What follows belongs to an exercise in optimizing a design on an open flow for small area and a short achievable clock period; a production flow would make more cautious choices.
The RTL was checked by simulation tests, not by an equivalence proof against the original design.
Power figures rest on the tool's default switching activity, not on a simulated workload.

==> flow/design.v, too long to show whole: its modules and the start of the top module <==
// module operand_select: 35 lines
// module alu: 74 lines
// module alu_shift: 38 lines
// module sh_mux2: 6 lines
// module sh_ao4: 7 lines
// module alu_rest: 70 lines
// module ks_add64: 52 lines
// module sel_dec: 9 lines
// module sub_dec: 6 lines
// module op_bit: 15 lines
// module ks_xor: 6 lines
// module ks_inv: 6 lines
// module ks_pg: 7 lines
// module ks_pg0: 7 lines
// module ks_black_n: 7 lines
// module ks_gray_n: 6 lines
// module ks_black_p: 7 lines
// module ks_gray_p: 6 lines
// module sh_pick: 6 lines
// module res_bit: 6 lines
// module res_bit0: 6 lines
// module alu_brcond: 17 lines
// module pipe_mult: 69 lines
// module add64_bk: 31 lines
// module mult64_cs: 2531 lines
// module mult_fa: 7 lines
// module mult_ha: 7 lines
// module booth_sel: 6 lines
// module mult64_fin: 19 lines
// module ex_stage: 57 lines
module ex_stage (
  input  wire logic                     clock,
  input  wire logic                     reset,
  input  wire logic [64-1:0]    alu_npc,
  input  wire ex_pkg::ex_ir_t           alu_ir,
  input  wire logic [64-1:0]    alu_rega,
  input  wire logic [64-1:0]    alu_regb,
  input  wire logic [6-1:0] alu_dest,
  input  wire logic [2-1:0]     alu_opa_select,
  input  wire logic [2-1:0]     alu_opb_select,
  input  wire logic [5-1:0]    alu_func,
  input  wire logic                     rd_mem,
  input  wire logic                     wr_mem,
  input  wire logic                     cond_branch,
  input  wire logic                     uncond_branch,
  input  wire logic                     alu_valid,
  input  wire logic [64-1:0]    mul_npc,
  input  wire ex_pkg::ex_ir_t           mul_ir,
  input  wire logic [64-1:0]    mul_rega,
  input  wire logic [64-1:0]    mul_regb,
  input  wire logic [6-1:0] mul_dest,
  input  wire logic [2-1:0]     mul_opa_select,
  input  wire logic [2-1:0]     mul_opb_select,
  input  wire logic                     mul_valid,
  output logic      [64-1:0]    alu_npc_out,
  output logic      [64-1:0]    alu_result_out,
  output logic      [64-1:0]    take_branch_target,
  output logic                          take_branch,
  output logic                          rd_mem_out,
  output logic                          wr_mem_out,
  output logic                          alu_valid_out,
  output logic      [6-1:0] alu_dest_out,
  output logic      [64-1:0]    mul_npc_out,
  output logic      [64-1:0]    mul_product,
  output logic                          mul_valid_out,
  output logic      [6-1:0] mul_dest_out
);
  // ...
==> flow/flow/run.sh <==
#!/bin/bash
# The standard layout (standard.sh), with two changes:
# - the buffers that buffer_ports puts on every input and output port are
#   plain buf_1 cells (timing repair still upsizes the ones on critical paths)
#   instead of the larger delay-buffer cell it picks by default;
# - before floorplanning, flow/downsize.tcl downsizes the booth selector cells
#   that synthesis oversized;
# - before pin placement, flow/io.tcl keeps the integer lane's ports together
#   on two edges.
set -euo pipefail
here=$(pwd)
export BUFFER_PORTS_ARGS="-buffer_cell sky130_fd_sc_hd__buf_1"
export PRE_FLOORPLAN_TCL="$here/flow/downsize.tcl"
export PRE_IO_PLACEMENT_TCL="$here/flow/io.tcl"
bash standard.sh > standard.log 2>&1
==> flow/flow/downsize.tcl <==
set db [ord::get_db]
set small [$db findMaster sky130_fd_sc_hd__a22oi_1]
set n 0
foreach inst [[ord::get_db_block] getInsts] {
  if { [[$inst getMaster] getName] eq "sky130_fd_sc_hd__a22oi_2" } {
    $inst swapMaster $small
    incr n
  }
}
puts "downsize.tcl: swapped $n a22oi_2 cells for a22oi_1"
==> flow/flow/io.tcl <==
# Run before place_pins (PRE_IO_PLACEMENT_TCL): keep the integer lane's ports
# together on the left edge and the left part of the bottom edge, so that its
# combinational paths from input ports to output ports stay short. The
# multiply lane's ports, whose paths start or end at registers, take the rest.
proc ports_matching { patterns } {
  set names {}
  foreach p $patterns {
    foreach port [get_ports $p] {
      lappend names [get_full_name $port]
    }
  }
  return $names
}
set die [[ord::get_db_block] getDieArea]
set w [expr { [ord::dbu_to_microns [$die dx]] }]
set left_pins [ports_matching {alu_rega[*] alu_regb[*] alu_result_out[*] take_branch_target[*]}]
set bottom_pins [ports_matching {alu_npc[*] alu_ir[*] alu_dest[*] alu_opa_select[*] alu_opb_select[*]
  alu_func[*] rd_mem wr_mem cond_branch uncond_branch alu_valid
  alu_npc_out[*] take_branch rd_mem_out wr_mem_out alu_valid_out alu_dest_out[*]}]
set_io_pin_constraint -pin_names $left_pins -region left:*
set_io_pin_constraint -pin_names $bottom_pins -region bottom:0-[expr { int($w * 0.6) }]
puts "io.tcl: [llength $left_pins] ports on the left edge, [llength $bottom_pins] on the bottom edge up to [expr { int($w * 0.6) }] um"
==> flow/standard.sh <==
#!/bin/bash
# synth_recipe.tcl (not shown) runs the flow's synth.tcl, then flattens the netlist and writes it again
# the make line also repeats each setting of config.mk as NAME=value (left out here)
make -C /OpenROAD-flow-scripts/flow DESIGN_CONFIG=/design/flow/config.mk WORK_HOME=/design/flow/orfs CLKGATE_MAP_FILE= SYNTH_SCRIPT=/design/flow/synth_recipe.tcl "${@:-finish}"
==> flow/config.mk <==
export PLATFORM = sky130hd
export DESIGN_NAME = ex_stage
export DESIGN_NICKNAME = ex_stage
export VERILOG_FILES = /design/flow/design.v
export SDC_FILE = /design/flow/constraint.sdc
export NUM_CORES = 4
export LEC_CHECK = 0
export ABC_CLOCK_PERIOD_IN_PS = 6000
export CAP_MARGIN = 20
export CORE_MARGIN = 2
export CORE_UTILIZATION = 50
export SETUP_SLACK_MARGIN = 3.0
export SLEW_MARGIN = 20
export SYNTH_HIERARCHICAL = 1
export TNS_END_PERCENT = 0
==> flow/constraint.sdc <==
create_clock -name core_clock -period 10.0 [get_ports {clock}]
set_input_delay 2.0000 -clock core_clock [delete_from_list [all_inputs] [get_ports {clock}]]
set_output_delay 2.0000 -clock core_clock [all_outputs]
set_load 0.01 [all_outputs]
==> results_tabular.tex, run 1 <==
\begin{tabular}{lr}
\hline
Metric & Value \\
\hline
\multicolumn{2}{l}{\textbf{Run status}} \\
\quad Outcome & timing/DRC/antenna clean \\
\multicolumn{2}{l}{\textbf{Setup path}} \\
\quad Cell-by-cell trace of the critical path & clkdlybuf4s15\_1 > a22oi\_2 > nand2\_2 > mux2\_4 > a22oi\_1 > nand2\_2 > a22oi\_2 > nand2\_2 > a22oi\_2 > nand2\_4 > a22o\_1 > a211o\_1 > buf\_6 \\
\quad Startpoint of the worst setup timing path & alu\_npc[29] \\
\quad WP data required & 8.00 ns \\
\quad Arrival time of the worst setup path & 5.74 ns \\
\quad Worst-case reg-to-reg path depth & 14 \\
\multicolumn{2}{l}{\textbf{Timing}} \\
\quad Setup-violating endpoint count in the final report & 0 \\
\quad Worst clock skew & 0.114 ns \\
\quad Total Neg Setup Slack & 0 ns \\
\quad Worst slew pin tran & 1.36 ns \\
\quad Tcrit/Tclk final & 77.4\% \\
\multicolumn{2}{l}{\textbf{Logic synthesis}} \\
\quad Gate Count Post-Synth & 8,091 \\
\quad Synth Cell Area & 87,900 um2 \\
\multicolumn{2}{l}{\textbf{Clock tree}} \\
\quad H-tree depth reported by CTS & 3 \\
\quad Hold buffers post-CTS & 0 \\
\quad CTS Buf Count & 114 \\
\quad Deepest clock path buffer count & 3 \\
\multicolumn{2}{l}{\textbf{Global route}} \\
\quad First-pass GRT wire length & 666,000 um \\
\quad M1 GR Usage & 62.3\% \\
\quad Total Routing Usage GR & 53.2\% \\
\multicolumn{2}{l}{\textbf{Cells and area}} \\
\quad Count of filler cells inserted in the layout & 14.4k \\
\quad Footprint of the multi-input gates & 65,900 um2 \\
\quad Max FFs per register & 512 \\
\quad Buffer count excluding the clock tree in the final layout & 1,219 \\
\multicolumn{2}{l}{\textbf{Detailed routing}} \\
\quad Metal-1 WL & 167,000 um \\
\quad Remaining DRCs & 0 \\
\quad Highest routed layer & met5 \\
\multicolumn{2}{l}{\textbf{Place}} \\
\quad HPWL after DPL & 346,000 um \\
\quad Setup slack after placement & 1.20 ns \\
\quad Number of buffers inserted by port buffering & 798 \\
\multicolumn{2}{l}{\textbf{Floorplanning}} \\
\quad Overall die area & 179,000 um2 \\
\multicolumn{2}{l}{\textbf{Pwr}} \\
\quad Power group with the largest share & combinational logic \\
\quad Worst IR drop on VDD & 0.000612 V \\
\quad Comb pwr & 0.0365 W \\
\quad Power consumed by sequential cells & 0.00796 W \\
\quad P\_sw & 0.0240 W \\
\hline
\end{tabular}
==> inputs of run 2 (changes only) <==
==> flow/flow/run.sh (replaced) <==
#!/bin/bash
# The standard layout (standard.sh), with these changes:
# - the buffers that buffer_ports puts on every input and output port are
#   plain buf_1 cells (timing repair still upsizes the ones on critical paths)
#   instead of the larger delay-buffer cell it picks by default;
# - before floorplanning, flow/downsize.tcl downsizes the booth selector cells
#   that synthesis oversized;
# - before pin placement, flow/io.tcl keeps the integer lane's ports together
#   on two edges;
# - every step that resizes cells first marks the delay cells don't-use
#   (flow/dontuse.tcl), so that repair cannot turn a port buffer into one.
set -euo pipefail
here=$(pwd)
export BUFFER_PORTS_ARGS="-buffer_cell sky130_fd_sc_hd__buf_1"
export PRE_FLOORPLAN_TCL="$here/flow/downsize.tcl"
export PRE_IO_PLACEMENT_TCL="$here/flow/io.tcl"
for step in GLOBAL_PLACE RESIZE DETAIL_PLACE REPAIR_TIMING_POST_PLACE CTS GLOBAL_ROUTE; do
  export PRE_${step}_TCL="$here/flow/dontuse.tcl"
done
bash standard.sh > standard.log 2>&1
==> flow/flow/dontuse.tcl (new file) <==
# Sourced at the start of each step that resizes cells: the delay cells share
# the "buf" footprint with the real buffers, and timing repair was swapping
# port buffers on critical paths for them. Keep them out of its reach.
set_dont_use [get_lib_cells {sky130_fd_sc_hd__clkdlybuf4s* sky130_fd_sc_hd__dlygate* sky130_fd_sc_hd__dlymetal*}]
--- a/flow/flow/downsize.tcl
+++ b/flow/flow/downsize.tcl
@@ -8,3 +8,4 @@
   }
 }
 puts "downsize.tcl: swapped $n a22oi_2 cells for a22oi_1"
+source [file join [file dirname [info script]] dontuse.tcl]
--- a/flow/config.mk
+++ b/flow/config.mk
@@ -9,6 +9,7 @@
 export CAP_MARGIN = 20
 export CORE_MARGIN = 2
 export CORE_UTILIZATION = 50
+export CTS_BUF_LIST = sky130_fd_sc_hd__clkbuf_4 sky130_fd_sc_hd__clkbuf_8
 export SETUP_SLACK_MARGIN = 3.0
 export SLEW_MARGIN = 20
 export SYNTH_HIERARCHICAL = 1
==> results_tabular.tex, run 2 <==
\begin{tabular}{lr}
\hline
Metric & Value \\
\hline
\multicolumn{2}{l}{\textbf{Setup path}} \\
\quad Worst Setup Path Type & primary input to primary output \\
\quad CP Launch Type & primary input \\
\quad WP data required & 8.00 ns (about the same) \\
\quad Crit Path Max Fanout & 14 \\
\quad Crit. End Element & primary output \\
\quad Arrival time of the worst setup path & 5.88 ns (+0.14 ns) \\
\multicolumn{2}{l}{\textbf{Global route}} \\
\quad Met2 Resource Use GR & 74.7\% \\
\quad M1 GR Usage & 61.3\% (-0.95 points) \\
\quad Most Used Layer, Global Route & met2 \\
\quad Total Routing Usage GR & 52.2\% (-1.0 points) \\
\quad Routing usage on met3 & 22.8\% \\
\quad GRT overflow & 0 \\
\quad First-pass GRT wire length & 653,000 um (-1.9\%) \\
\quad Maximum number of pins on one net before global-route repair & 74 \\
\quad Number of global-route vias before repair & 82.7k \\
\quad Number of antenna violations at the first check in global routing & 73 \\
\multicolumn{2}{l}{\textbf{Cells and area}} \\
\quad Footprint of the multi-input gates & 64,700 um2 (-1.9\%) \\
\quad Number of nets in the finished design & 11.1k \\
\quad Top flop regs & mult.npc\_q x512, mult.prod\_q x384 \\
\quad Max FFs per register & 512 (unchanged) \\
\quad Highest-count cells in the layout ignoring fill and taps & 1,407 x sky130\_fd\_sc\_hd\_\_a22oi\_1, 1,185 x sky130\_fd\_sc\_hd\_\_dfxtp\_1, 1,127 x sky130\_fd\_sc\_hd\_\_xnor2\_1 \\
\quad Sequential cell area & 24,800 um2 \\
\quad Share of final-layout standard cells stronger than drive strength 1 & 20.5\% \\
\quad Leading cell type in the layout, fill and taps excluded & sky130\_fd\_sc\_hd\_\_a22oi\_1 \\
\quad Count of filler cells inserted in the layout & 14.2k (-1.3\%) \\
\quad Post-route standard cell area excluding fillers & 105,000 um2 \\
\quad Largest Register & mult.npc\_q \\
\quad Layout-stage area growth over the synthesis result & 19.4\% \\
\multicolumn{2}{l}{\textbf{Timing}} \\
\quad Unrepaired setup endpoints after global routing & true \\
\quad Worst slew pin tran & 1.34 ns (-0.0178 ns) \\
\quad Fin crit period & 7.88 ns \\
\quad Max-Slew Margin vs Limit & 10.7\% \\
\quad Total Neg Setup Slack & 0 ns (unchanged) \\
\quad Worst clock skew & 0.116 ns (+0.00205 ns) \\
\quad Tcrit/Tclk final & 78.8\% (+1.4 points) \\
\quad Final Hold Viols & 0 \\
\quad Max-slew violation count & 0 \\
\quad Setup-violating endpoint count in the final report & 0 (unchanged) \\
\quad Peak clock frequency supported by timing & 127 MHz \\
\multicolumn{2}{l}{\textbf{Logic synthesis}} \\
\quad Avg Synthesized Cell Area & 10.9 um2 \\
\quad Gate Count Post-Synth & 8,091 (unchanged) \\
\quad Synth Cell Area & 87,900 um2 (unchanged) \\
\quad Total of warnings raised by yosys & 22 \\
\multicolumn{2}{l}{\textbf{Pwr}} \\
\quad Power density over the cells & 486 nW/um2 \\
\quad Clock network fraction of total power & 9.1\% \\
\quad Internal power & 0.0257 W \\
\quad Switching Fraction & 49.7\% \\
\quad Worst IR drop on VDD & 0.000937 V (+53\%) \\
\quad P\_sw & 0.0253 W (+5.7\%) \\
\quad Share of power burned in registers & 16.0\% \\
\quad Share of total power in combinational logic & 75.0\% \\
\quad Leak & 39.1 nW \\
\multicolumn{2}{l}{\textbf{Clock tree}} \\
\quad Clock Sinks & 1,232 \\
\quad CTS tree & yes \\
\quad CTS Buf Count & 180 (+58\%) \\
\quad Clock root buffer master & sky130\_fd\_sc\_hd\_\_clkbuf\_8 \\
\quad Deepest clock path buffer count & 3 (unchanged) \\
\quad H-tree depth reported by CTS & 4 (+1) \\
\quad Later-pin clock latency in the skew report & 1.01 ns \\
\quad Clock slew seen by the registers of the worst setup and hold paths & 0.08 ns \\
\multicolumn{2}{l}{\textbf{Detailed routing}} \\
\quad DR iter-0 viols & 14.7k \\
\quad Pre-antenna DRT Iters & 14 \\
\quad Remaining DRCs & 0 (unchanged) \\
\quad Antenna violation net count after detailed routing & 0 \\
\quad Overall via count from detail\_route & 85.0k \\
\quad Average wire length per cell after detail routing & 40.3 um \\
\quad DRT Wirelength & 485,000 um \\
\quad Average via count per standard cell & 7.05 \\
\multicolumn{2}{l}{\textbf{Floorplanning}} \\
\quad I/O pin cnt & 818 \\
\quad FP Rows & 153 \\
\quad Area of the core & 174,000 um2 \\
\quad Overall die area & 179,000 um2 (unchanged) \\
\quad Die Span Y & 423 um \\
\quad Starting utilization of the core area & 50.4\% \\
\quad Die X-Extent & 423 um \\
\multicolumn{2}{l}{\textbf{Place}} \\
\quad Number of buffers inserted by port buffering & 798 (unchanged) \\
\quad HPWL after DPL & 358,000 um (+3.3\%) \\
\quad Global placement routability congestion & 1.14 \\
\quad Placed standard-cell area & 95,500 um2 \\
\multicolumn{2}{l}{\textbf{Hold path}} \\
\quad Worst hold-check path type & register to register \\
\multicolumn{2}{l}{\textbf{Run status}} \\
\quad Outcome & timing/DRC/antenna clean \\
\multicolumn{2}{l}{\textbf{Job}} \\
\quad Max-cap violation count & 0 \\
\hline
\end{tabular}
==> run 2: changes by cell type in the layout (fill, tap and decap cells not counted), moves of 87 or more <==
cell                        before   now
sky130_fd_sc_hd__buf_2           9   181
sky130_fd_sc_hd__buf_4         382   128
sky130_fd_sc_hd__buf_1         762  1012
sky130_fd_sc_hd__clkbuf_8       15   216
sky130_fd_sc_hd__buf_6          11    98
sky130_fd_sc_hd__clkbuf_16     120     5
==> run 2: power groups by stage <==
stage          Combinational, W  Clock, W  Sequential (W)
3_5_place_dp             0.0348         0         0.00815
2_1_floorplan            0.0329         0         0.00801
5_1_grt                  0.0409   0.00489         0.00819
6_report                 0.0382   0.00463         0.00814
3_3_place_gp             0.0341         0         0.00814
4_1_cts                  0.0360   0.00466         0.00811
==> run 2: path summary, 6_finish.rpt <==
kind | startpoint | endpoint | slack (ns) | depth (start not counted)
max | alu_regb[1] | alu_result_out[27] | 2.12 | 16
min | mult.npc_q[0][21] | mult.npc_q[1][21] | 0.28 | 0
max reg2reg | mult.mplier_q[37] | mult.row_c_q[21] | 3.11 | 12
min reg2reg | mult.npc_q[0][21] | mult.npc_q[1][21] | 0.28 | 0
==> run 2: critical path: stages <==
cell,delay [ns]
sky130_fd_sc_hd__buf_1,0.76
sky130_fd_sc_hd__a221o_4,0.53
sky130_fd_sc_hd__and2b_4,0.30
sky130_fd_sc_hd__buf_1,0.16
sky130_fd_sc_hd__a22oi_2,0.15
sky130_fd_sc_hd__nand2_2,0.14
sky130_fd_sc_hd__buf_1,0.13
sky130_fd_sc_hd__a22oi_1,0.17
sky130_fd_sc_hd__nand2_1,0.16
sky130_fd_sc_hd__a22oi_2,0.20
sky130_fd_sc_hd__buf_6,0.17
sky130_fd_sc_hd__nand2_1,0.06
sky130_fd_sc_hd__buf_4,0.18
sky130_fd_sc_hd__a22o_1,0.22
sky130_fd_sc_hd__a211o_4,0.36
sky130_fd_sc_hd__buf_6,0.14
==> run 2: layout make-up <==
type / instances / share of cell area, %
clock inverter: 58 / 0.830
timing repair buffer: 1513 / 7.42
multi-input combinational: 6455 / 61.6
sequential: 1232 / 23.6
inverter: 127 / 0.459
clock buffer: 271 / 3.21
antenna: 71 / 0.169
tap: 2325 / 2.77
==> run 2: layer usage <==
| layer | up-vias | share of wire [%] |
|---|---|---|
| met3 | 2725 | 15 |
| met1 | 41695 | 34 |
| met2 | 8270 | 41 |
| met4 | 34 | 10 |
| li1 | 32243 | - |
| met5 | - | 0.10 |
==> run 2: stage by stage <==
stage / power (W) / utilization (%) / hold WS [ns] / setup WS, ns / cells
3_5_place_dp: 0.0430 / 54.8 / 0.312 / 0.998 / 11453
6_report: 0.0510 / 60.2 / 0.285 / 2.12 / 12052
2_1_floorplan: 0.0410 / - / 0.310 / 2.78 / 8124
4_1_cts: 0.0487 / 57.7 / 0.276 / 2.23 / 11794
3_3_place_gp: 0.0423 / 54.7 / 0.310 / 1.04 / 11449
5_1_grt: 0.0539 / 60.2 / 0.285 / 2.09 / 11998
==> run 2: what timing repair did <==
item | 4_1_cts | 5_1_grt
buffers inserted | 10 | 166
setup endpoints to repair | 128 | 129
cloned | 2 | 15
resized for setup | 268 | 817
hold buffers | 0 | 0
pin swaps | 12 | 233
==> module alu, before the edit <==
module alu (
  input  wire logic [64-1:0]    npc,
  input  wire ex_pkg::ex_ir_t           ir,
  input  wire logic [64-1:0]    rega,
  input  wire logic [64-1:0]    regb,
  input  wire logic [2-1:0]     opa_select,
  input  wire logic [2-1:0]     opb_select,
  input  wire logic [5-1:0]    func,
  input  wire logic                     valid,
  input  wire logic                     uncond_branch,
  input  wire logic                     cond_branch,
  output logic      [64-1:0]    result_out,     
  output logic      [64-1:0]    target_out,     
  output logic                          take_branch
);
  localparam int W = 64;
  logic [W-1:0] opa, opb, opbx, sum;
  logic         sub, cout;
  logic [W-1:0] rest_r, rest_t;     
  logic [W-1:0] sh_out;             
  logic [W-1:0] shv_r, shv_t;       
  logic         sr_r, sr_t, sl_r, sl_t;
  logic         add_r, add_t;       
  logic         ltu_r, ltu_t;       
  logic         brcond;
  logic [W-1:0] mem_disp, br_disp, alu_imm;
  logic [3:0]   ea [0:7];    
  logic [3:0]   eb [0:7];
  logic [7:0]   subg;        
  assign mem_disp = {{(W-16){ir.mem.disp[15]}}, ir.mem.disp};
  assign br_disp  = {{(W-23){ir.br.disp[20]}}, ir.br.disp, 2'b00};
  assign alu_imm  = {{(W-8){1'b0}}, ir.opr.lit};
  for (genvar g = 0; g < 8; g++)
  begin : g_lane
    sel_dec da (.s(opa_select), .e(ea[g]));
    sel_dec db (.s(opb_select), .e(eb[g]));
    sub_dec ds (.f0(func[0]), .f3(func[3]), .sub(subg[g]));
  end
  for (genvar i = 0; i < W; i++)
  begin : g_op
    op_bit #(.C3(i >= 2 ? 1 : 0), .Z1(0), .Z2(0))
      a (.d0(rega[i]), .d1(mem_disp[i]), .d2(npc[i]), .e(ea[i/8]), .y(opa[i]));
    op_bit #(.C3((64'hbaadbeefdeadbeef >> i) & 1), .Z1(i >= 8 ? 1 : 0), .Z2(i < 2 ? 1 : 0))
      b (.d0(regb[i]), .d1(alu_imm[i]), .d2(br_disp[i]), .e(eb[i/8]), .y(opb[i]));
  end
  assign sub = subg[0];
  for (genvar i = 0; i < W; i++)
  begin : g_bx
    ks_xor x (.a(opb[i]), .b(subg[i/8]), .y(opbx[i]));
  end
  ks_add64 add (.a(opa), .b(opbx), .cin(sub), .sum(sum), .cout(cout));
  alu_shift sh (.a(opa), .shamt(opb[5:0]), .func(func), .y(sh_out));
  alu_rest rest (.opa(opa), .opb(opb), .npc(npc), .func(func), .valid(valid),
                 .uncond_branch(uncond_branch),
                 .rest_r(rest_r), .rest_t(rest_t), .add_r(add_r), .add_t(add_t),
                 .ltu_r(ltu_r), .ltu_t(ltu_t),
                 .sr_r(sr_r), .sr_t(sr_t), .sl_r(sl_r), .sl_t(sl_t));
  for (genvar i = 0; i < W; i++)
  begin : g_sh
    sh_pick r (.a(sh_out[i]), .ga(sr_r), .b(sh_out[W-1-i]), .gb(sl_r), .y(shv_r[i]));
    sh_pick t (.a(sh_out[i]), .ga(sr_t), .b(sh_out[W-1-i]), .gb(sl_t), .y(shv_t[i]));
  end
  res_bit0 r0 (.s(sum[0]), .sel(add_r), .c(cout), .csel(ltu_r), .h(shv_r[0]), .o(rest_r[0]),
               .y(result_out[0]));
  res_bit0 t0 (.s(sum[0]), .sel(add_t), .c(cout), .csel(ltu_t), .h(shv_t[0]), .o(rest_t[0]),
               .y(target_out[0]));
  for (genvar i = 1; i < W; i++)
  begin : g_res
    res_bit r (.s(sum[i]), .sel(add_r), .h(shv_r[i]), .o(rest_r[i]), .y(result_out[i]));
    res_bit t (.s(sum[i]), .sel(add_t), .h(shv_t[i]), .o(rest_t[i]), .y(target_out[i]));
  end
  alu_brcond br (.rega(rega), .cond(ir.br.opcode[2:0]), .brcond(brcond));
  assign take_branch = valid & (uncond_branch | (cond_branch & brcond));
endmodule
==> module alu_shift, before the edit <==
module alu_shift (
  input  wire logic [64-1:0] a,
  input  wire logic [5:0]            shamt,
  input  wire logic [5-1:0] func,
  output logic      [64-1:0] y
);
  localparam int W = 64;
  logic         left, fill;
  logic [3:0]   s1, s4, s16;
  logic [W-1:0] x, y1, y4;
  assign left = func[0];
  assign fill = func[1] & a[W-1];
  for (genvar k = 0; k < 4; k++)
  begin : g_dec
    assign s1[k]  = (shamt[1:0] == k);
    assign s4[k]  = (shamt[3:2] == k);
    assign s16[k] = (shamt[5:4] == k);
  end
  for (genvar i = 0; i < W; i++)
  begin : g_bit
    sh_mux2 r (.a(a[i]), .b(a[W-1-i]), .s(left), .y(x[i]));
    sh_ao4 l1 (.a0(x[i]),
               .a1(i + 1 < W ? x[i+1] : fill),
               .a2(i + 2 < W ? x[i+2] : fill),
               .a3(i + 3 < W ? x[i+3] : fill),
               .s(s1), .y(y1[i]));
    sh_ao4 l4 (.a0(y1[i]),
               .a1(i + 4 < W ? y1[i+4] : fill),
               .a2(i + 8 < W ? y1[i+8] : fill),
               .a3(i + 12 < W ? y1[i+12] : fill),
               .s(s4), .y(y4[i]));
    sh_ao4 l16 (.a0(y4[i]),
                .a1(i + 16 < W ? y4[i+16] : fill),
                .a2(i + 32 < W ? y4[i+32] : fill),
                .a3(i + 48 < W ? y4[i+48] : fill),
                .s(s16), .y(y[i]));
  end
endmodule
==> module alu_rest, before the edit <==
module alu_rest (
  input  wire logic [64-1:0] opa,
  input  wire logic [64-1:0] opb,
  input  wire logic [64-1:0] npc,
  input  wire logic [5-1:0] func,
  input  wire logic                  valid,
  input  wire logic                  uncond_branch,
  output logic      [64-1:0] rest_r,    
  output logic      [64-1:0] rest_t,    
  output logic                       add_r,
  output logic                       add_t,
  output logic                       ltu_r,     
  output logic                       ltu_t,
  output logic                       sr_r,      
  output logic                       sr_t,
  output logic                       sl_r,      
  output logic                       sl_t
);
  localparam int W = 64;
  logic [W-1:0] other;
  logic         eq, x, cmp_known, ltu_sel;
  logic         is_add, is_ult, is_eq, is_lt, is_le, is_sr, is_sl;
  assign is_add = (func == 5'd0) | (func == 5'd1);
  assign is_ult = (func == 5'd11);
  assign is_eq  = (func == 5'd12);
  assign is_lt  = (func == 5'd13);
  assign is_le  = (func == 5'd14);
  assign is_sr  = (func == 5'd8) | (func == 5'd10);
  assign is_sl  = (func == 5'd9);
  always_comb
  begin
    case (func)
      5'd2:    other = opa & opb;
      5'd3:    other = opa & ~opb;
      5'd4:    other = opa | opb;
      5'd5:  other = opa | ~opb;
      5'd6:    other = opa ^ opb;
      5'd7:    other = ~(opa ^ opb);
      5'd8,
      5'd10,
      5'd9,
      5'd0,
      5'd1,
      5'd11,
      5'd12,
      5'd13,
      5'd14:  other = '0;
      default:        other = 64'hbaadbeefdeadbeef;
    endcase
  end
  assign eq        = (opa == opb);
  assign x         = opa[W-1] ^ opb[W-1];
  assign ltu_sel   = is_ult | ((is_lt | is_le) & ~x);
  assign cmp_known = ((is_lt | is_le) & x & opa[W-1]) | ((is_le | is_eq) & eq);
  always_comb
  begin
    rest_r = {W{valid}} & (uncond_branch ? npc : other);
    rest_t = {W{valid}} & other;
    rest_r[0] = valid & (uncond_branch ? npc[0] : (other[0] | cmp_known));
    rest_t[0] = valid & (other[0] | cmp_known);
  end
  assign add_r = valid & ~uncond_branch & is_add;
  assign add_t = valid & is_add;
  assign ltu_r = valid & ~uncond_branch & ltu_sel;
  assign ltu_t = valid & ltu_sel;
  assign sr_r  = valid & ~uncond_branch & is_sr;
  assign sr_t  = valid & is_sr;
  assign sl_r  = valid & ~uncond_branch & is_sl;
  assign sl_t  = valid & is_sl;
endmodule
==> module sub_dec, before the edit <==
module sub_dec (
  input  wire logic f0, f3,
  output logic      sub
);
  assign sub = f0 | f3;
endmodule
==> module ks_pg, before the edit <==
module ks_pg (
  input  wire logic a, b,
  output logic      p, g
);
  assign p = a ^ b;
  assign g = a & b;
endmodule
==> module res_bit, before the edit <==
module res_bit (
  input  wire logic s, sel, h, o,
  output logic      y
);
  assign y = (s & sel) | h | o;
endmodule
==> module res_bit0, before the edit <==
module res_bit0 (
  input  wire logic s, sel, c, csel, h, o,
  output logic      y
);
  assign y = (s & sel) | (~c & csel) | h | o;
endmodule
==> inputs of run 3 (changes only) <==
--- a/flow/design.v
+++ b/flow/design.v
@@ -85,9 +85,8 @@
   localparam int W = 64;
   logic [W-1:0] opa, opb, opbx, sum;
   logic         sub, cout;
-  logic [W-1:0] rest_r, rest_t;     
+  logic [W-1:0] rest_rn, rest_tn;   
   logic [W-1:0] sh_out;             
-  logic [W-1:0] shv_r, shv_t;       
   logic         sr_r, sr_t, sl_r, sl_t;
   logic         add_r, add_t;       
   logic         ltu_r, ltu_t;       
@@ -96,6 +95,9 @@
   logic [3:0]   ea [0:7];    
   logic [3:0]   eb [0:7];
   logic [7:0]   subg;        
+  logic [7:0]   subn;        
+  logic [7:0]   ir20x;       
+  logic [W-1:0] regbx, immx, brx, kx;    
   assign mem_disp = {{(W-16){ir.mem.disp[15]}}, ir.mem.disp};
   assign br_disp  = {{(W-23){ir.br.disp[20]}}, ir.br.disp, 2'b00};
   assign alu_imm  = {{(W-8){1'b0}}, ir.opr.lit};
@@ -103,7 +105,26 @@
   begin : g_lane
     sel_dec da (.s(opa_select), .e(ea[g]));
     sel_dec db (.s(opb_select), .e(eb[g]));
-    sub_dec ds (.f0(func[0]), .f3(func[3]), .sub(subg[g]));
+    sub_dec ds (.f0(func[0]), .f3(func[3]), .sub(subg[g]), .subn(subn[g]));
+    ks_xor  xs (.a(ir.br.disp[20]), .b(subg[g]), .y(ir20x[g]));
+  end
+  for (genvar i = 0; i < W; i++)
+  begin : g_opbx
+    ks_xor xr (.a(regb[i]), .b(subg[i/8]), .y(regbx[i]));
+    if (i < 8) begin : g_imm
+      ks_xor xi (.a(alu_imm[i]), .b(subg[i/8]), .y(immx[i]));
+    end else begin : g_imm0
+      assign immx[i] = subg[i/8];
+    end
+    if (i < 2) begin : g_br0
+      assign brx[i] = subg[i/8];
+    end else if (i < 23) begin : g_br
+      ks_xor xb (.a(br_disp[i]), .b(subg[i/8]), .y(brx[i]));
+    end else begin : g_brs
+      assign brx[i] = ir20x[i/8];
+    end
+    assign kx[i] = ((64'hbaadbeefdeadbeef >> i) & 1) ? subn[i/8] : subg[i/8];
+    op_bit4 bx (.d0(regbx[i]), .d1(immx[i]), .d2(brx[i]), .d3(kx[i]), .e(eb[i/8]), .y(opbx[i]));
   end
   for (genvar i = 0; i < W; i++)
   begin : g_op
@@ -113,30 +134,23 @@
       b (.d0(regb[i]), .d1(alu_imm[i]), .d2(br_disp[i]), .e(eb[i/8]), .y(opb[i]));
   end
   assign sub = subg[0];
-  for (genvar i = 0; i < W; i++)
-  begin : g_bx
-    ks_xor x (.a(opb[i]), .b(subg[i/8]), .y(opbx[i]));
-  end
   ks_add64 add (.a(opa), .b(opbx), .cin(sub), .sum(sum), .cout(cout));
   alu_shift sh (.a(opa), .shamt(opb[5:0]), .func(func), .y(sh_out));
   alu_rest rest (.opa(opa), .opb(opb), .npc(npc), .func(func), .valid(valid),
                  .uncond_branch(uncond_branch),
-                 .rest_r(rest_r), .rest_t(rest_t), .add_r(add_r), .add_t(add_t),
+                 .rest_rn(rest_rn), .rest_tn(rest_tn), .add_r(add_r), .add_t(add_t),
                  .ltu_r(ltu_r), .ltu_t(ltu_t),
                  .sr_r(sr_r), .sr_t(sr_t), .sl_r(sl_r), .sl_t(sl_t));
-  for (genvar i = 0; i < W; i++)
-  begin : g_sh
-    sh_pick r (.a(sh_out[i]), .ga(sr_r), .b(sh_out[W-1-i]), .gb(sl_r), .y(shv_r[i]));
-    sh_pick t (.a(sh_out[i]), .ga(sr_t), .b(sh_out[W-1-i]), .gb(sl_t), .y(shv_t[i]));
-  end
-  res_bit0 r0 (.s(sum[0]), .sel(add_r), .c(cout), .csel(ltu_r), .h(shv_r[0]), .o(rest_r[0]),
-               .y(result_out[0]));
-  res_bit0 t0 (.s(sum[0]), .sel(add_t), .c(cout), .csel(ltu_t), .h(shv_t[0]), .o(rest_t[0]),
-               .y(target_out[0]));
+  res_bit0 r0 (.s(sum[0]), .sel(add_r), .c(cout), .csel(ltu_r), .a(sh_out[0]), .ga(sr_r),
+               .b(sh_out[W-1]), .gb(sl_r), .on(rest_rn[0]), .y(result_out[0]));
+  res_bit0 t0 (.s(sum[0]), .sel(add_t), .c(cout), .csel(ltu_t), .a(sh_out[0]), .ga(sr_t),
+               .b(sh_out[W-1]), .gb(sl_t), .on(rest_tn[0]), .y(target_out[0]));
   for (genvar i = 1; i < W; i++)
   begin : g_res
-    res_bit r (.s(sum[i]), .sel(add_r), .h(shv_r[i]), .o(rest_r[i]), .y(result_out[i]));
-    res_bit t (.s(sum[i]), .sel(add_t), .h(shv_t[i]), .o(rest_t[i]), .y(target_out[i]));
+    res_bit r (.s(sum[i]), .sel(add_r), .a(sh_out[i]), .ga(sr_r), .b(sh_out[W-1-i]), .gb(sl_r),
+               .on(rest_rn[i]), .y(result_out[i]));
+    res_bit t (.s(sum[i]), .sel(add_t), .a(sh_out[i]), .ga(sr_t), .b(sh_out[W-1-i]), .gb(sl_t),
+               .on(rest_tn[i]), .y(target_out[i]));
   end
   alu_brcond br (.rega(rega), .cond(ir.br.opcode[2:0]), .brcond(brcond));
   assign take_branch = valid & (uncond_branch | (cond_branch & brcond));
@@ -149,24 +163,29 @@
 );
   localparam int W = 64;
   logic         left, fill;
-  logic [3:0]   s1, s4, s16;
-  logic [W-1:0] x, y1, y4;
+  logic [7:0]   s1;         
+  logic [3:0]   s4, s16;
+  logic [W-1:0] y1, y4;
   assign left = func[0];
   assign fill = func[1] & a[W-1];
   for (genvar k = 0; k < 4; k++)
   begin : g_dec
-    assign s1[k]  = (shamt[1:0] == k);
-    assign s4[k]  = (shamt[3:2] == k);
-    assign s16[k] = (shamt[5:4] == k);
+    assign s1[k]   = ~left & (shamt[1:0] == k);
+    assign s1[4+k] =  left & (shamt[1:0] == k);
+    assign s4[k]   = (shamt[3:2] == k);
+    assign s16[k]  = (shamt[5:4] == k);
   end
   for (genvar i = 0; i < W; i++)
   begin : g_bit
-    sh_mux2 r (.a(a[i]), .b(a[W-1-i]), .s(left), .y(x[i]));
-    sh_ao4 l1 (.a0(x[i]),
-               .a1(i + 1 < W ? x[i+1] : fill),
-               .a2(i + 2 < W ? x[i+2] : fill),
-               .a3(i + 3 < W ? x[i+3] : fill),
-               .s(s1), .y(y1[i]));
+    sh_ao8 l1 (.d({i + 3 < W ? a[W-1-(i+3)] : fill,
+                   i + 2 < W ? a[W-1-(i+2)] : fill,
+                   i + 1 < W ? a[W-1-(i+1)] : fill,
+                   a[W-1-i],
+                   i + 3 < W ? a[i+3] : fill,
+                   i + 2 < W ? a[i+2] : fill,
+                   i + 1 < W ? a[i+1] : fill,
+                   a[i]}),
+               .e(s1), .y(y1[i]));
     sh_ao4 l4 (.a0(y1[i]),
                .a1(i + 4 < W ? y1[i+4] : fill),
                .a2(i + 8 < W ? y1[i+8] : fill),
@@ -179,11 +198,12 @@
                 .s(s16), .y(y[i]));
   end
 endmodule
-module sh_mux2 (
-  input  wire logic a, b, s,
-  output logic      y
+module sh_ao8 (
+  input  wire logic [7:0] d,
+  input  wire logic [7:0] e,    
+  output logic            y
 );
-  assign y = s ? b : a;
+  assign y = |(d & e);
 endmodule
 module sh_ao4 (
   input  wire logic       a0, a1, a2, a3,
@@ -199,8 +219,8 @@
   input  wire logic [5-1:0] func,
   input  wire logic                  valid,
   input  wire logic                  uncond_branch,
-  output logic      [64-1:0] rest_r,    
-  output logic      [64-1:0] rest_t,    
+  output logic      [64-1:0] rest_rn,   
+  output logic      [64-1:0] rest_tn,   
   output logic                       add_r,
   output logic                       add_t,
   output logic                       ltu_r,     
@@ -246,6 +266,7 @@
   assign x         = opa[W-1] ^ opb[W-1];
   assign ltu_sel   = is_ult | ((is_lt | is_le) & ~x);
   assign cmp_known = ((is_lt | is_le) & x & opa[W-1]) | ((is_le | is_eq) & eq);
+  logic [W-1:0] rest_r, rest_t;
   always_comb
   begin
     rest_r = {W{valid}} & (uncond_branch ? npc : other);
@@ -253,6 +274,8 @@
     rest_r[0] = valid & (uncond_branch ? npc[0] : (other[0] | cmp_known));
     rest_t[0] = valid & (other[0] | cmp_known);
   end
+  assign rest_rn = ~rest_r;
+  assign rest_tn = ~rest_t;
   assign add_r = valid & ~uncond_branch & is_add;
   assign add_t = valid & is_add;
   assign ltu_r = valid & ~uncond_branch & ltu_sel;
@@ -325,9 +348,17 @@
 endmodule
 module sub_dec (
   input  wire logic f0, f3,
-  output logic      sub
+  output logic      sub, subn
 );
-  assign sub = f0 | f3;
+  assign sub  = f0 | f3;
+  assign subn = ~(f0 | f3);
+endmodule
+module op_bit4 (
+  input  wire logic       d0, d1, d2, d3,
+  input  wire logic [3:0] e,
+  output logic            y
+);
+  assign y = (d0 & e[0]) | (d1 & e[1]) | (d2 & e[2]) | (d3 & e[3]);
 endmodule
 module op_bit #(
   parameter int C3 = 0,
@@ -360,8 +391,14 @@
   input  wire logic a, b,
   output logic      p, g
 );
-  assign p = a ^ b;
-  assign g = a & b;
+  ks_xor x (.a(a), .b(b), .y(p));
+  ks_and n (.a(a), .b(b), .y(g));
+endmodule
+module ks_and (
+  input  wire logic a, b,
+  output logic      y
+);
+  assign y = a & b;
 endmodule
 module ks_pg0 (
   input  wire logic a, b, c,
@@ -396,23 +433,17 @@
 );
   assign g = ~(gh & (ph | gl));
 endmodule
-module sh_pick (
-  input  wire logic a, ga, b, gb,
-  output logic      y
-);
-  assign y = (a & ga) | (b & gb);
-endmodule
 module res_bit (
-  input  wire logic s, sel, h, o,
+  input  wire logic s, sel, a, ga, b, gb, on,
   output logic      y
 );
-  assign y = (s & sel) | h | o;
+  assign y = (s & sel) | (a & ga) | (b & gb) | ~on;
 endmodule
 module res_bit0 (
-  input  wire logic s, sel, c, csel, h, o,
+  input  wire logic s, sel, c, csel, a, ga, b, gb, on,
   output logic      y
 );
-  assign y = (s & sel) | (~c & csel) | h | o;
+  assign y = (s & sel) | (~c & csel) | (a & ga) | (b & gb) | ~on;
 endmodule
 module alu_brcond (
   input  wire logic [64-1:0] rega,
--- a/flow/config.mk
+++ b/flow/config.mk
@@ -10,7 +10,7 @@
 export CORE_MARGIN = 2
 export CORE_UTILIZATION = 50
 export CTS_BUF_LIST = sky130_fd_sc_hd__clkbuf_4 sky130_fd_sc_hd__clkbuf_8
-export SETUP_SLACK_MARGIN = 3.0
+export SETUP_SLACK_MARGIN = 2.8
 export SLEW_MARGIN = 20
 export SYNTH_HIERARCHICAL = 1
 export TNS_END_PERCENT = 0
==> results_tabular.tex, run 3 <==
\begin{tabular}{lr}
\hline
Metric & Value \\
\hline
\multicolumn{2}{l}{\textbf{Timing}} \\
\quad Unrepaired setup endpoints after global routing & true \\
\quad Total Neg Setup Slack & 0 ns (unchanged) \\
\quad Max-slew violation count & 0 (unchanged) \\
\quad Fin crit period & 7.66 ns (-0.218 ns) \\
\quad Max-Slew Margin vs Limit & 11.9\% (+1.3 points) \\
\quad Tcrit/Tclk final & 76.6\% (-2.2 points) \\
\quad Setup-violating endpoint count in the final report & 0 (unchanged) \\
\quad Worst slew pin tran & 1.28 ns (-0.0559 ns) \\
\quad Final Hold Viols & 0 (unchanged) \\
\quad Worst clock skew & 0.0876 ns (-0.0286 ns) \\
\quad Peak clock frequency supported by timing & 131 MHz (+2.9\%) \\
\multicolumn{2}{l}{\textbf{Global route}} \\
\quad Met2 Resource Use GR & 71.7\% (-2.9 points) \\
\quad GRT overflow & 0 (unchanged) \\
\quad Routing usage on met3 & 23.1\% (+0.26 points) \\
\quad Most Used Layer, Global Route & met2 \\
\quad Number of antenna violations at the first check in global routing & 57 (-22\%) \\
\quad First-pass GRT wire length & 669,000 um (+2.4\%) \\
\quad Total Routing Usage GR & 51.6\% (-0.62 points) \\
\quad Maximum number of pins on one net before global-route repair & 104 (+41\%) \\
\quad Number of global-route vias before repair & 85.8k (+3.7\%) \\
\quad M1 GR Usage & 60.5\% (-0.80 points) \\
\multicolumn{2}{l}{\textbf{Job}} \\
\quad Max-cap violation count & 0 (unchanged) \\
\multicolumn{2}{l}{\textbf{Setup path}} \\
\quad WP data required & 8.00 ns (about the same) \\
\quad Stage delay of the slowest cell on the critical path & 0.82 ns (+0.06 ns) \\
\quad Kind of cell with the highest combined delay on the critical path & buffers and inverters \\
\quad Crit. End Element & primary output \\
\quad Number of buffers and inverters on the critical path & 5 (-1) \\
\quad Worst Setup Path Type & primary input to primary output \\
\quad CP Launch Type & primary input \\
\quad Register-to-register setup slack & 3.15 ns (+0.04 ns) \\
\quad Slowest stage cell, crit path & sky130\_fd\_sc\_hd\_\_buf\_1 \\
\quad Crit Path Max Fanout & 12 (-2) \\
\quad Arrival time of the worst setup path & 5.66 ns (-0.22 ns) \\
\quad Cell-by-cell trace of the critical path & buf\_1 > a22oi\_1 > nand2\_2 > buf\_6 > and2\_1 > a21oi\_2 > o21ai\_2 > a21oi\_2 > buf\_2 > o21ai\_2 > a21oi\_2 > o21ai\_2 > xor2\_1 > buf\_4 > nand2\_1 > nand3\_2 > buf\_4 \\
\multicolumn{2}{l}{\textbf{Clock tree}} \\
\quad Clock slew seen by the registers of the worst setup and hold paths & 0.07 ns (about the same) \\
\quad Later-pin clock latency in the skew report & 0.99 ns (-0.02 ns) \\
\quad H-tree depth reported by CTS & 4 (unchanged) \\
\quad Clock Sinks & 1,232 (unchanged) \\
\quad CTS Buf Count & 184 (+2.2\%) \\
\quad Clock root buffer master & sky130\_fd\_sc\_hd\_\_clkbuf\_8 \\
\quad Hold buffers post-CTS & 0 (unchanged) \\
\quad CTS tree & yes \\
\quad Deepest clock path buffer count & 3 (unchanged) \\
\multicolumn{2}{l}{\textbf{Place}} \\
\quad Number of buffers inserted by port buffering & 798 (unchanged) \\
\quad Global placement routability congestion & 1.17 (+2.7\%) \\
\quad HPWL after DPL & 362,000 um (+1.2\%) \\
\multicolumn{2}{l}{\textbf{Logic synthesis}} \\
\quad Synth Cell Area & 90,200 um2 (+2.5\%) \\
\quad Total of warnings raised by yosys & 22 (unchanged) \\
\quad Avg Synthesized Cell Area & 10.5 um2 (-3.7\%) \\
\quad Gate Count Post-Synth & 8,614 (+6.5\%) \\
\multicolumn{2}{l}{\textbf{Cells and area}} \\
\quad Largest Register & mult.npc\_q \\
\quad Fin util & 60.6\% (+0.32 points) \\
\quad Leading cell type in the layout, fill and taps excluded & sky130\_fd\_sc\_hd\_\_a22oi\_1 \\
\quad Top flop regs & mult.npc\_q x512, mult.prod\_q x384 \\
\quad Highest-count cells in the layout ignoring fill and taps & 1,804 x sky130\_fd\_sc\_hd\_\_a22oi\_1, 1,179 x sky130\_fd\_sc\_hd\_\_dfxtp\_1, 1,089 x sky130\_fd\_sc\_hd\_\_xnor2\_1 \\
\quad Share of final-layout standard cells stronger than drive strength 1 & 20.1\% (-0.39 points) \\
\quad Layout-stage area growth over the synthesis result & 20.1\% \\
\quad Max FFs per register & 512 (unchanged) \\
\quad Number of nets in the finished design & 11.5k (+2.9\%) \\
\multicolumn{2}{l}{\textbf{Detailed routing}} \\
\quad Remaining DRCs & 0 (unchanged) \\
\quad DRT Wirelength & 485,000 um (about the same) \\
\quad Pre-antenna DRT Iters & 12 (-2) \\
\quad Antenna violation net count after detailed routing & 0 (unchanged) \\
\quad DR iter-0 viols & 15.6k (+6.0\%) \\
\quad Overall via count from detail\_route & 87.6k (+3.1\%) \\
\quad Average via count per standard cell & 7.04 (about the same) \\
\quad Average wire length per cell after detail routing & 39.0 um (-3.0\%) \\
\multicolumn{2}{l}{\textbf{Floorplanning}} \\
\quad I/O pin cnt & 818 (unchanged) \\
\quad Die Span Y & 429 um (+1.2\%) \\
\quad Die X-Extent & 429 um (+1.2\%) \\
\quad Overall die area & 184,000 um2 (+2.5\%) \\
\quad FP Rows & 155 (+1.3\%) \\
\quad Area of the core & 179,000 um2 (+2.5\%) \\
\quad Starting utilization of the core area & 50.4\% (about the same) \\
\multicolumn{2}{l}{\textbf{Run status}} \\
\quad Outcome & timing/DRC/antenna clean \\
\multicolumn{2}{l}{\textbf{Pwr}} \\
\quad Power density over the cells & 459 nW/um2 (-5.5\%) \\
\quad Worst IR drop on VDD & 0.000791 V (-16\%) \\
\quad Leak & 39.0 nW (-0.30\%) \\
\multicolumn{2}{l}{\textbf{Hold path}} \\
\quad Worst hold-check path type & register to register \\
\hline
\end{tabular}
==> run 3: what timing repair did <==
action                                  in CTS  in global routing
gates resized for setup                    938                310
endpoints found under the hold margin        0                  0
pin swaps                                  215                152
gates cloned                                17                  2
buffers inserted                           180                 44
endpoints found under the setup margin     128                128
==> run 3: metrics by stage <==
step                      cell area [um2]  cells  hold WS, ns  worst slack [ns]  power, W
after global placement              96700  11814        0.310             0.771    0.0419
after global routing               108000  12410        0.292              2.45    0.0530
after floorplan                     90500   8647        0.310              2.72    0.0409
after CTS                          106000  12347        0.272              2.71    0.0484
final                              108000  12436        0.259              2.34    0.0497
after detailed placement            96700  11814        0.312             0.969    0.0424
==> run 3: path summary, 6_finish.rpt <==
check / cells after the start / endpoint / start
setup / recovery: 17 / take_branch_target[49] / alu_npc[21]
hold / removal: 0 / mult.prod_q[3][51] / mult.prod_q[2][51]
setup reg to reg: 14 / mult.row_c_q[21] / mult.mplier_q[27]
hold reg to reg: 0 / mult.prod_q[3][51] / mult.prod_q[2][51]
==> run 3: cell type report <==
type                    instances  area [um2]
diodes                         38        95.1
clock buffers                 283        3560
clock inverters                53         907
fillers                     15092       70500
inverters                     126         473
multi-input cells            6971       68500
flip-flops and latches       1232       24800
well taps                    2355        2950
repair buffers               1378        7030
==> run 3: power by group <==
part	switching [W]	internal, W	total, W
Clock	0.00212	0.00264	0.00476
Sequential	0.000854	0.00725	0.00811
Combinational	0.0215	0.0154	0.0368
Total	0.0244	0.0253	0.0497
==> run 3: per-layer routing <==
| metal | wire length, um | vias to the layer above |
|---|---|---|
| met5 | 765 | - |
| met4 | 54500 | 44 |
| met3 | 71800 | 2670 |
| met2 | 193000 | 8252 |
| met1 | 165000 | 42777 |
| li1 | - | 33862 |
==> inputs of run 4 (changes only) <==
==> flow/flow/run.sh (replaced) <==
#!/bin/bash
# The standard layout (standard.sh), with two changes:
# - the buffers that buffer_ports puts on every input and output port are
#   plain buf_1 cells (timing repair still upsizes the ones on critical paths)
#   instead of the larger delay-buffer cell it picks by default;
# - before floorplanning, flow/downsize.tcl downsizes the booth selector cells
#   that synthesis oversized;
# - before pin placement, flow/io.tcl keeps the integer lane's ports together
#   on two edges.
set -euo pipefail
here=$(pwd)
export BUFFER_PORTS_ARGS="-buffer_cell sky130_fd_sc_hd__buf_1"
export PRE_FLOORPLAN_TCL="$here/flow/downsize.tcl"
export PRE_IO_PLACEMENT_TCL="$here/flow/io.tcl"
bash standard.sh > standard.log 2>&1
--- a/flow/flow/downsize.tcl
+++ b/flow/flow/downsize.tcl
@@ -8,4 +8,3 @@
   }
 }
 puts "downsize.tcl: swapped $n a22oi_2 cells for a22oi_1"
-source [file join [file dirname [info script]] dontuse.tcl]
--- a/flow/config.mk
+++ b/flow/config.mk
@@ -8,9 +8,9 @@
 export ABC_CLOCK_PERIOD_IN_PS = 6000
 export CAP_MARGIN = 20
 export CORE_MARGIN = 2
-export CORE_UTILIZATION = 50
+export CORE_UTILIZATION = 55
 export CTS_BUF_LIST = sky130_fd_sc_hd__clkbuf_4 sky130_fd_sc_hd__clkbuf_8
-export SETUP_SLACK_MARGIN = 2.8
+export SETUP_SLACK_MARGIN = 3.5
 export SLEW_MARGIN = 20
 export SYNTH_HIERARCHICAL = 1
 export TNS_END_PERCENT = 0
removed: flow/flow/dontuse.tcl
==> results_tabular.tex, run 4 <==
\begin{tabular}{lr}
\hline
Metric & Value \\
\hline
\multicolumn{2}{l}{\textbf{Logic synthesis}} \\
\quad Synth Cell Area & 90,200 um2 (unchanged) \\
\quad Gate Count Post-Synth & 8,614 (unchanged) \\
\quad Total of warnings raised by yosys & 22 (unchanged) \\
\quad Avg Synthesized Cell Area & 10.5 um2 (unchanged) \\
\multicolumn{2}{l}{\textbf{Clock tree}} \\
\quad H-tree depth reported by CTS & 4 (unchanged) \\
\quad Deepest clock path buffer count & 3 (unchanged) \\
\quad Clock root buffer master & sky130\_fd\_sc\_hd\_\_clkbuf\_8 \\
\quad CTS Buf Count & 183 (-0.54\%) \\
\quad Hold buffers post-CTS & 0 (unchanged) \\
\multicolumn{2}{l}{\textbf{Run status}} \\
\quad Error message & [ERROR GRT-0116] Global routing finished with congestion. Check the congestion regions in the DRC Viewer. \\
\quad Terminating stage of the flow & 5\_1\_grt \\
\quad Outcome & aborted with a tool error \\
\multicolumn{2}{l}{\textbf{Floorplanning}} \\
\quad Starting utilization of the core area & 55.4\% (+5.0 points) \\
\quad FP Rows & 148 (-4.5\%) \\
\quad I/O pin cnt & 818 (unchanged) \\
\quad Die X-Extent & 409 um (-4.6\%) \\
\quad Die Span Y & 409 um (-4.6\%) \\
\multicolumn{2}{l}{\textbf{Place}} \\
\quad Number of buffers inserted by port buffering & 798 (unchanged) \\
\quad Placed standard-cell area & 97,200 um2 (+0.55\%) \\
\quad Global placement routability congestion & 1.11 (-5.5\%) \\
\quad HPWL after DPL & 369,000 um (+2.0\%) \\
\multicolumn{2}{l}{\textbf{Global route}} \\
\quad Maximum number of pins on one net before global-route repair & 87 \\
\hline
\end{tabular}
run 4: timing repair:
| action | 4_1_cts |
|---|---|
| gates cloned | 19 |
| setup buffers | 111 |
| resized for setup | 541 |
| pin swaps | 133 |
| endpoints found under the setup margin | 134 |
run 4: worst max path at each step:
stage,cells after the start,slack (ns),end,from
after global placement,17,1.07,take_branch_target[59],alu_opa_select[0]
after floorplan,11,2.72,take_branch_target[32],alu_opb_select[0]
after CTS,21,2.42,take_branch_target[59],alu_func[3]
after detailed placement,17,1.04,take_branch_target[59],alu_opa_select[0]
run 4: power by group through the flow:
stage / Combinational [W] / Sequential (W) / Clock [W]
floorplan: 0.0329 / 0.00801 / 0
global placement: 0.0319 / 0.00803 / 0
detailed placement: 0.0343 / 0.00812 / 0
CTS: 0.0368 / 0.00811 / 0.00492
run 4: stage by stage:
stage	instances	power [W]	util (%)	hold WS [ns]	setup WS (ns)
floorplan	8647	0.0409	-	0.310	2.72
global placement	11637	0.0400	59.7	0.310	1.07
detailed placement	11637	0.0424	59.7	0.312	1.04
CTS	12092	0.0498	64.6	0.205	2.42

-- static timing again, ports no longer ideal --
How much do the figures lean on ideal ports? The routed layouts below were timed once more, with nothing changed but the port constraints.
Step 1: set_driving_cell puts a clkbuf_16 on clock and a buf_2 on each other input, an assumption about the parent block.
Step 2 also shifts input and output timing later by t, the mid clock arrival at the registers, as if the neighbouring blocks saw the same clock.
a / b / c = ideal ports / drivers / drivers and shift; a / b = the first two.
| run | t (ns) | setup slack, ns | hold WS [ns] | worst setup path after step 2 | slew at the worst register clock pin (ns) |
|---|---|---|---|---|---|
| run 1 | 0.864 | 2.264 / 2.175 / 2.175 | 0.270 / 0.270 / 0.270 | input to output | 0.08 / 0.08 |
| run 2 | 1.047 | 2.122 / 2.028 / 2.028 | 0.285 / 0.285 / 0.285 | input to output | 0.08 / 0.08 |
| run 3 | 1.043 | 2.340 / 2.033 / 2.033 | 0.259 / 0.259 / 0.259 | input to output | 0.07 / 0.07 |
After both steps every run listed still meets setup and hold. For run 3, which loses most, drivers alone change the setup slack by -0.307 ns; drivers and shift together by -0.307 ns.
